This design comes from an exercise in tuning for a short achievable clock period and few clock cycles per item on the open sky130 flow, not from production work.
Function was checked by simulation only, so behaviour that the tests miss may differ from the original.
Power is estimated from default activity; no workload was simulated.

## old
==> flow/design.v (excerpt) <==
module fcpu
#(
   parameter int QUEUE_DEPTH = 5
) (
   input  logic                   clk,
   input  logic                   arst_n,
   input  logic [RSV_ID_W-1:0]    rsv_id,
   input  logic                   valid,
   input  logic [1:0]             opcode,
   input  logic [DATA_W-1:0]      address,
   input  logic [DATA_W-1:0]      data,
   output logic                   ready,
   output logic [RSV_ID_W-1:0]    cdb_rsv_id,
   output logic [DATA_W-1:0]      cdb_data,
   output logic                   cdb_fault,
   output logic                   cdb_valid,
   input  logic                   cdb_ready,
   input  logic                   cfg_we,
   input  logic [1:0]             cfg_addr,
   input  logic [DATA_W-1:0]      cfg_wdata,
   output logic [DATA_W-1:0]      cfg_rdata,
   output logic [GMEM_ADDR_W-1:0] araddr,
   output logic                   arvalid,
   input  logic                   arready,
   input  logic [DATA_W-1:0]      rdata,
   input  logic [1:0]             rresp,
   input  logic                   rvalid,
   output logic                   rready,
   output logic [GMEM_ADDR_W-1:0] awaddr,
   output logic                   awvalid,
   input  logic                   awready,
   output logic [DATA_W-1:0]      wdata,
   output logic [DATA_W/8-1:0]    wstrb,
   output logic                   wvalid,
   input  logic                   wready,
   input  logic [1:0]             bresp,
   input  logic                   bvalid,
   output logic                   bready
);
Size in the first run: ~2,500 cells after synthesis, about 330 I/O pins, ~0.035 mm² of cells after synthesis.
clock: 5.0 ns
lec_check: 0
abc_clock_period_in_ps: 2400
cap_margin: 20
core_margin: 2
core_utilization: 65
setup_slack_margin: 2.6
slew_margin: 20
tns_end_percent: 100
standard.sh (not shown) runs the stock make flow with config.mk's settings and CLKGATE_MAP_FILE= SYNTH_SCRIPT=/design/flow/synth_recipe.tcl, a recipe that flattens the netlist after the stock synthesis.
==> flow/flow/run.sh <==
#!/bin/bash
# The standard layout (standard.sh), with two changes to how it is made:
#  - the I/O pins that share a combinational path (or a driver) are kept together on the edge;
#  - after the standard synthesis, the cfg_rdata read mux is rebuilt as two levels of 2:1
#    muxes (flow/cfg_mux.tcl), since the synthesized one puts a decoder and its fanout
#    buffers between cfg_addr and cfg_rdata, and the bus valids (arvalid, awvalid, wvalid) as
#    NAND gates on the response valids. Registers are not touched.
# Each tool's output goes to a log file of its own in this folder.
set -euo pipefail
here=$(pwd)
export PRE_IO_PLACEMENT_TCL="$here/flow/io_groups.tcl"
bash standard.sh synth > "$here/synth.log" 2>&1
RESULTS_DIR="$here/orfs/results/$FLOW_PLATFORM/fcpu/base" \
  openroad -exit -no_init "$here/flow/cfg_mux.tcl" > "$here/cfg_mux.log" 2>&1
bash standard.sh > "$here/standard_flow.log" 2>&1
Other scripts of this flow, unchanged in this note and not shown: flow/flow/cfg_mux.tcl, flow/flow/io_groups.tcl
old: flow completed, timing, DRC and antenna clean
Testbench counts of old, summed over its fixed seeds: cycles 3,925, items 2,400.
Edits applied to the flow inputs when going from old to new:
-- flow/design.v --
<<< old, line 365
   logic                   qf_keep;
   logic [QF_CW-1:0]       qf_cnt_n;
   logic                   hv_n;
   logic                   h_load_n;
>>> new, line 365
   logic                   qf_keep;
   logic [QF_CW-1:0]       qf_cnt_n;
   logic                   qf_ne_n;
   logic                   hv_n;
   logic                   h_load_n;
<<< old, line 389
      qf_pop    = h_take && qf_ne;
      qf_keep   = bq_push && !(h_take && !qf_ne);
      case ({qf_keep, qf_pop})
         2'b10:   qf_cnt_n = qf_cnt + 1'b1;
         2'b01:   qf_cnt_n = qf_cnt - 1'b1;
         default: qf_cnt_n = qf_cnt;
      endcase
      h_load_n  = h_n[BQ_W - (GMEM_ADDR_W - 2) - 1];
      f_wait_n  = h_done || (f_wait && !resp_now);
>>> new, line 390
      qf_pop    = h_take && qf_ne;
      qf_keep   = bq_push && !(h_take && !qf_ne);
      qf_cnt_n  = h_take ? ((qf_ne && !bq_push) ? qf_cnt - 1'b1 : qf_cnt)
                         : (bq_push ? qf_cnt + 1'b1 : qf_cnt);
      qf_ne_n   = h_take ? (qf_ne && (qf_cnt > QF_CW'(1) || bq_push)) : (qf_ne || bq_push);
      h_load_n  = h_n[BQ_W - (GMEM_ADDR_W - 2) - 1];
      f_wait_n  = h_done || (f_wait && !resp_now);
<<< old, line 419
   assign rf_pop  = rob_pop && !bypass && hd_bus;
   logic [ROB_W-1:0]       head_p1;
   logic                   f_head_n;
   always_comb begin
>>> new, line 418
   assign rf_pop  = rob_pop && !bypass && hd_bus;
   logic [ROB_W-1:0]       head_p1;
   logic [ROB_CW-1:0]      rob_c0;
   logic [BQ_CW-1:0]       bq_c0;
   logic                   rob_le2_n;
   logic                   rob_le1_n;
   logic                   bq_le2_n;
   logic                   bq_le1_n;
   logic                   f_head_n;
   always_comb begin
<<< old, line 424
                           : (adv ? rob_cnt + 1'b1 : rob_cnt);
      r0_v_n     = accept;
      rf_full_n  = !rf_pop && (rf_full || (rf_push && rf_cnt == RF_CW'(RES_DEPTH - 1)));
      head_p1    = rob_head + 1'b1;
>>> new, line 429
                           : (adv ? rob_cnt + 1'b1 : rob_cnt);
      r0_v_n     = accept;
      rob_c0     = rob_cnt + ROB_CW'(adv);
      bq_c0      = bq_cnt + BQ_CW'(bq_push);
      rob_le2_n  = rob_pop ? (rob_c0 <= ROB_CW'(ROB_DEPTH - 1)) : (rob_c0 <= ROB_CW'(ROB_DEPTH - 2));
      rob_le1_n  = rob_pop ? 1'b1                               : (rob_c0 <= ROB_CW'(ROB_DEPTH - 1));
      bq_le2_n   = h_done  ? (bq_c0 <= BQ_CW'(BQ_D - 1))        : (bq_c0 <= BQ_CW'(BQ_D - 2));
      bq_le1_n   = h_done  ? 1'b1                               : (bq_c0 <= BQ_CW'(BQ_D - 1));
      rf_full_n  = !rf_pop && (rf_full || (rf_push && rf_cnt == RF_CW'(RES_DEPTH - 1)));
      head_p1    = rob_head + 1'b1;
<<< old, line 469
         c_v      <= 1'b0;
      end else begin
         ready_q  <= accept ? (rob_cnt_n <= ROB_CW'(ROB_DEPTH - 2) && bq_cnt_n <= BQ_CW'(BQ_D - 2))
                            : (rob_cnt_n <= ROB_CW'(ROB_DEPTH - 1) && bq_cnt_n <= BQ_CW'(BQ_D - 1));
         f_head   <= f_head_n;
         r0_v     <= r0_v_n;
>>> new, line 480
         c_v      <= 1'b0;
      end else begin
         ready_q  <= accept ? (rob_le2_n && bq_le2_n) : (rob_le1_n && bq_le1_n);
         f_head   <= f_head_n;
         r0_v     <= r0_v_n;
<<< old, line 476
         hv       <= hv_n;
         qf_cnt   <= qf_cnt_n;
         qf_ne    <= (qf_cnt_n != '0);
         if (qf_keep) begin
            qf_wp <= (qf_wp == QF_W'(QF_D - 1)) ? '0 : qf_wp + 1'b1;
>>> new, line 486
         hv       <= hv_n;
         qf_cnt   <= qf_cnt_n;
         qf_ne    <= qf_ne_n;
         if (qf_keep) begin
            qf_wp <= (qf_wp == QF_W'(QF_D - 1)) ? '0 : qf_wp + 1'b1;
--- outcome ---
old completed; timing, DRC and antenna clean. The final layout from new, which completed every stage, passed the timing, DRC and antenna checks at the end of the flow. old has a lower routed length on met2 than new. Non-clock buffer count grows by a few percent when moving from old to new. The more densely filled core belongs to new, not old. Final clock period utilization by the worst path: old vs new, no meaningful difference. Looking at end of the critical path, the cfg_rdata[16] result is from new; the cfg_rdata[0] one comes from old. Compare new and old | post-synthesis to final-layout area growth lower: old. Re leakage dissipation: new and old aren't equal, and the higher value belongs to new. Between new and old, the portion of the layout cell area used by non-clock buffers does not differ in any meaningful way. Per the comparison of new with old, final area rose by about 0.75%, power moved up.
Testbench counts of new, summed over its fixed seeds: cycles 3,925, items 2,400.


fcpu, a different RTL version from the one above (not shown whole).
For scale: roughly 2700 cells after synthesis, ~330 I/O pins, roughly 0.035 sq mm of cells after synthesis.
clock: 5.0 ns
lec_check: 0
abc_clock_period_in_ps: 2400
cap_margin: 20
core_margin: 2
core_utilization: 65
setup_slack_margin: 2.6
slew_margin: 20
tns_end_percent: 100
==> flow/flow/run.sh <==
#!/bin/bash
# The standard layout (standard.sh), with two changes to how it is made:
#  - the I/O pins that share a combinational path (or a driver) are kept together on the edge;
#  - after the standard synthesis, the cfg_rdata read mux is rebuilt as two levels of 2:1
#    muxes (flow/cfg_mux.tcl), since the synthesized one puts a decoder and its fanout
#    buffers between cfg_addr and cfg_rdata. Registers are not touched.
# Each tool's output goes to a log file of its own in this folder.
set -euo pipefail
here=$(pwd)
export PRE_IO_PLACEMENT_TCL="$here/flow/io_groups.tcl"
bash standard.sh synth > "$here/synth.log" 2>&1
RESULTS_DIR="$here/orfs/results/$FLOW_PLATFORM/fcpu/base" \
  openroad -exit -no_init "$here/flow/cfg_mux.tcl" > "$here/cfg_mux.log" 2>&1
bash standard.sh > "$here/standard_flow.log" 2>&1
Other scripts of this flow, unchanged in this note and not shown: flow/flow/cfg_mux.tcl, flow/flow/io_groups.tcl
The first run ran to the end with no violations.
Testbench counts at the start, summed over its fixed seeds: cycles 3,923, items 2,400.
==> next run, changes <==
--- a/flow/design.v
+++ b/flow/design.v
@@ -92,44 +92,40 @@
 (
    input  logic                   clk,
    input  logic                   arst_n,
    input  logic                   cfg_we,
    input  logic [1:0]             cfg_addr,
    input  logic [DATA_W-1:0]      cfg_wdata,
    input  logic                   fault_pulse,
    output logic [DATA_W-1:0]      cfg_rdata,
    output logic [GMEM_ADDR_W-1:0] seg_base,
    output logic [DATA_W-1:0]      seg_limit,
    output logic                   xlat_en,
-   output logic [GMEM_ADDR_W-1:0] xlat_base,
-   output logic [15:0]            xlat_base_hi1
+   output logic [GMEM_ADDR_W-1:0] xlat_base
 );
    logic [DATA_W-1:0] fault_cnt;
    always_ff @(posedge clk or negedge arst_n) begin
       if (!arst_n) begin
          xlat_en   <= 1'b0;
          seg_base  <= '0;
          seg_limit <= '0;
          xlat_base <= '0;
-         xlat_base_hi1 <= 16'd1;
       end else if (cfg_we) begin
          case (cfg_addr)
             REG_CTRL: begin
                xlat_en   <= cfg_wdata[CTRL_XLAT_EN_BIT];
                xlat_base <= cfg_wdata[CTRL_XLAT_EN_BIT] ? seg_base : '0;
-               xlat_base_hi1 <= (cfg_wdata[CTRL_XLAT_EN_BIT] ? seg_base[31:16] : 16'd0) + 16'd1;
             end
             REG_BASE: begin
                seg_base  <= GMEM_ADDR_W'(cfg_wdata);
                xlat_base <= xlat_en ? GMEM_ADDR_W'(cfg_wdata) : '0;
-               xlat_base_hi1 <= (xlat_en ? cfg_wdata[31:16] : 16'd0) + 16'd1;
             end
             REG_LIMIT: seg_limit <= cfg_wdata;
             default:   ;
          endcase
       end
    end
    always_ff @(posedge clk or negedge arst_n) begin
       if (!arst_n) begin
          fault_cnt <= '0;
       end else if (cfg_we && cfg_addr == REG_FAULTS) begin
          fault_cnt <= '0;
@@ -212,23 +208,22 @@
    input  logic [DATA_W-1:0]      data,
    output logic                   ready,
    output logic [RSV_ID_W-1:0]    cdb_rsv_id,
    output logic [DATA_W-1:0]      cdb_data,
    output logic                   cdb_fault,
    output logic                   cdb_valid,
    input  logic                   cdb_ready,
    input  logic [GMEM_ADDR_W-1:0] seg_base,
    input  logic [DATA_W-1:0]      seg_limit,
    input  logic                   xlat_en,
    input  logic [GMEM_ADDR_W-1:0] xlat_base,
-   input  logic [15:0]            xlat_base_hi1,
    output logic                   fault_pulse,
    output logic [GMEM_ADDR_W-1:0] araddr,
    output logic                   arvalid,
    input  logic                   arready,
    input  logic [DATA_W-1:0]      rdata,
    input  logic [1:0]             rresp,
    input  logic                   rvalid,
    output logic                   rready,
    output logic [GMEM_ADDR_W-1:0] awaddr,
    output logic                   awvalid,
    input  logic                   awready,
@@ -293,39 +288,41 @@
    logic                   aw_done;
    logic                   w_done;
    logic                   ar_i, ar_r, ar_b;
    logic                   aw_i, aw_r, aw_b;
    logic                   w_i,  w_r,  w_b;
    logic                   c_v;
    logic [RSV_ID_W-1:0]    c_rsv;
    logic [DATA_W-1:0]      c_data;
    logic                   c_fault;
    logic                   accept;
    logic [16:0]            in_sum_lo;
+   logic [16:0]            in_sum_hi1;
    logic                   space;
    logic                   adv;
    assign ready  = ready_q;
    assign accept = valid && ready_q;
-   assign in_sum_lo = {1'b0, xlat_base[15:0]} + {1'b0, address[15:0]};
+   assign in_sum_lo  = {1'b0, xlat_base[15:0]} + {1'b0, address[15:0]};
+   assign in_sum_hi1 = {xlat_base[31:16], 1'b1} + {address[31:16], 1'b1};
    assign space = !rob_full && !bq_full;
    assign adv   = r0_v && space;
    always_ff @(posedge clk) begin
       if (accept) begin
          r0_rsv   <= rsv_id;
          r0_load  <= !opcode[0];
          r0_lbu   <= (opcode == OP_LBU);
          r0_sb    <= (opcode == OP_SB);
          r0_sum_lo  <= in_sum_lo[15:0];
          r0_cy_lo   <= in_sum_lo[16];
          r0_sum_hi0 <= xlat_base[31:16] + address[31:16];
-         r0_sum_hi1 <= xlat_base_hi1 + address[31:16];
+         r0_sum_hi1 <= in_sum_hi1[16:1];
          r0_wdata   <= (opcode == OP_SB) ? {(DATA_W/8){data[7:0]}} : data;
          r0_mis     <= !opcode[1] && (address[1:0] != 2'b00);
          r0_hi_gt   <= xlat_en && (address[31:16] > seg_limit[31:16]);
          r0_hi_eq   <= xlat_en && (address[31:16] == seg_limit[31:16]);
          r0_lo_ge   <= (address[15:0] >= seg_limit[15:0]);
       end
    end
    logic [GMEM_ADDR_W-1:0] paddr;
    logic [BQ_W-1:0]        new_op;
    logic                   bq_push;
    assign paddr    = {r0_cy_lo ? r0_sum_hi1 : r0_sum_hi0, r0_sum_lo};
@@ -644,23 +641,22 @@
    output logic [DATA_W/8-1:0]    wstrb,
    output logic                   wvalid,
    input  logic                   wready,
    input  logic [1:0]             bresp,
    input  logic                   bvalid,
    output logic                   bready
 );
    logic [GMEM_ADDR_W-1:0] seg_base;
    logic [DATA_W-1:0]      seg_limit;
    logic                   xlat_en;
    logic [GMEM_ADDR_W-1:0] xlat_base;
-   logic [15:0]            xlat_base_hi1;
    logic                   fault_pulse;
    mmu_cfg_regs cfg_inst (
       .*
    );
    memory_management_unit #(
       .QUEUE_DEPTH (QUEUE_DEPTH)
    ) mmu_inst (
       .*
    );
 endmodule
 `default_nettype wire
Design area drops by 5.5%; die area fell by 4.5%; synthesized cell count is lower by 7.1%; wire length drops by 9.4%; utilization decreases by 0.71 points; setup slack loses 0.037 ns; synthesized area goes down by 4.5%; final cell count falls by 6.8%; clock skew is higher by 0.014 ns.
Testbench counts after the change, summed over its fixed seeds: cycles 3,923, items 2,400.

re-timing with driven ports:
In the flow no input, the clock included, has a driving cell. The finished layouts below were timed again as built, in two steps.
Step 1 sets driving cells, clkbuf_16 on the clock port and buf_2 on the other inputs (assumed; they add their load-dependent delay and slew).
Step 2 also shifts input and output timing later by t, the mid clock arrival at the registers, as if the neighbouring blocks saw the same clock.
a / b / c = no drivers / after step 1 / after step 2; a / b = the first two.
run | t (ns) | setup WS [ns] | worst hold slack (ns) | worst setup path after step 2 | pins driven straight from the clock port
old | 0.682 | 2.167 / 1.949 / 1.554 | 0.439 / 0.439 / 0.439 | input to register | 1
new | 0.679 | 2.171 / 1.950 / 1.844 | 0.431 / 0.431 / 0.431 | input to register | 1
the first run of note 2 | 0.677 | 2.178 / 1.987 / 1.554 | 0.417 / 0.392 / 0.443 | input to register | 1
the second run of note 2 | 0.677 | 2.140 / 2.032 / 1.900 | 0.442 / 0.423 / 0.442 | input to register | 1
After both steps setup and hold are still met in every run listed. For the first run of note 2, which loses most, drivers alone change the setup slack by -0.191 ns; drivers and shift together by -0.624 ns.
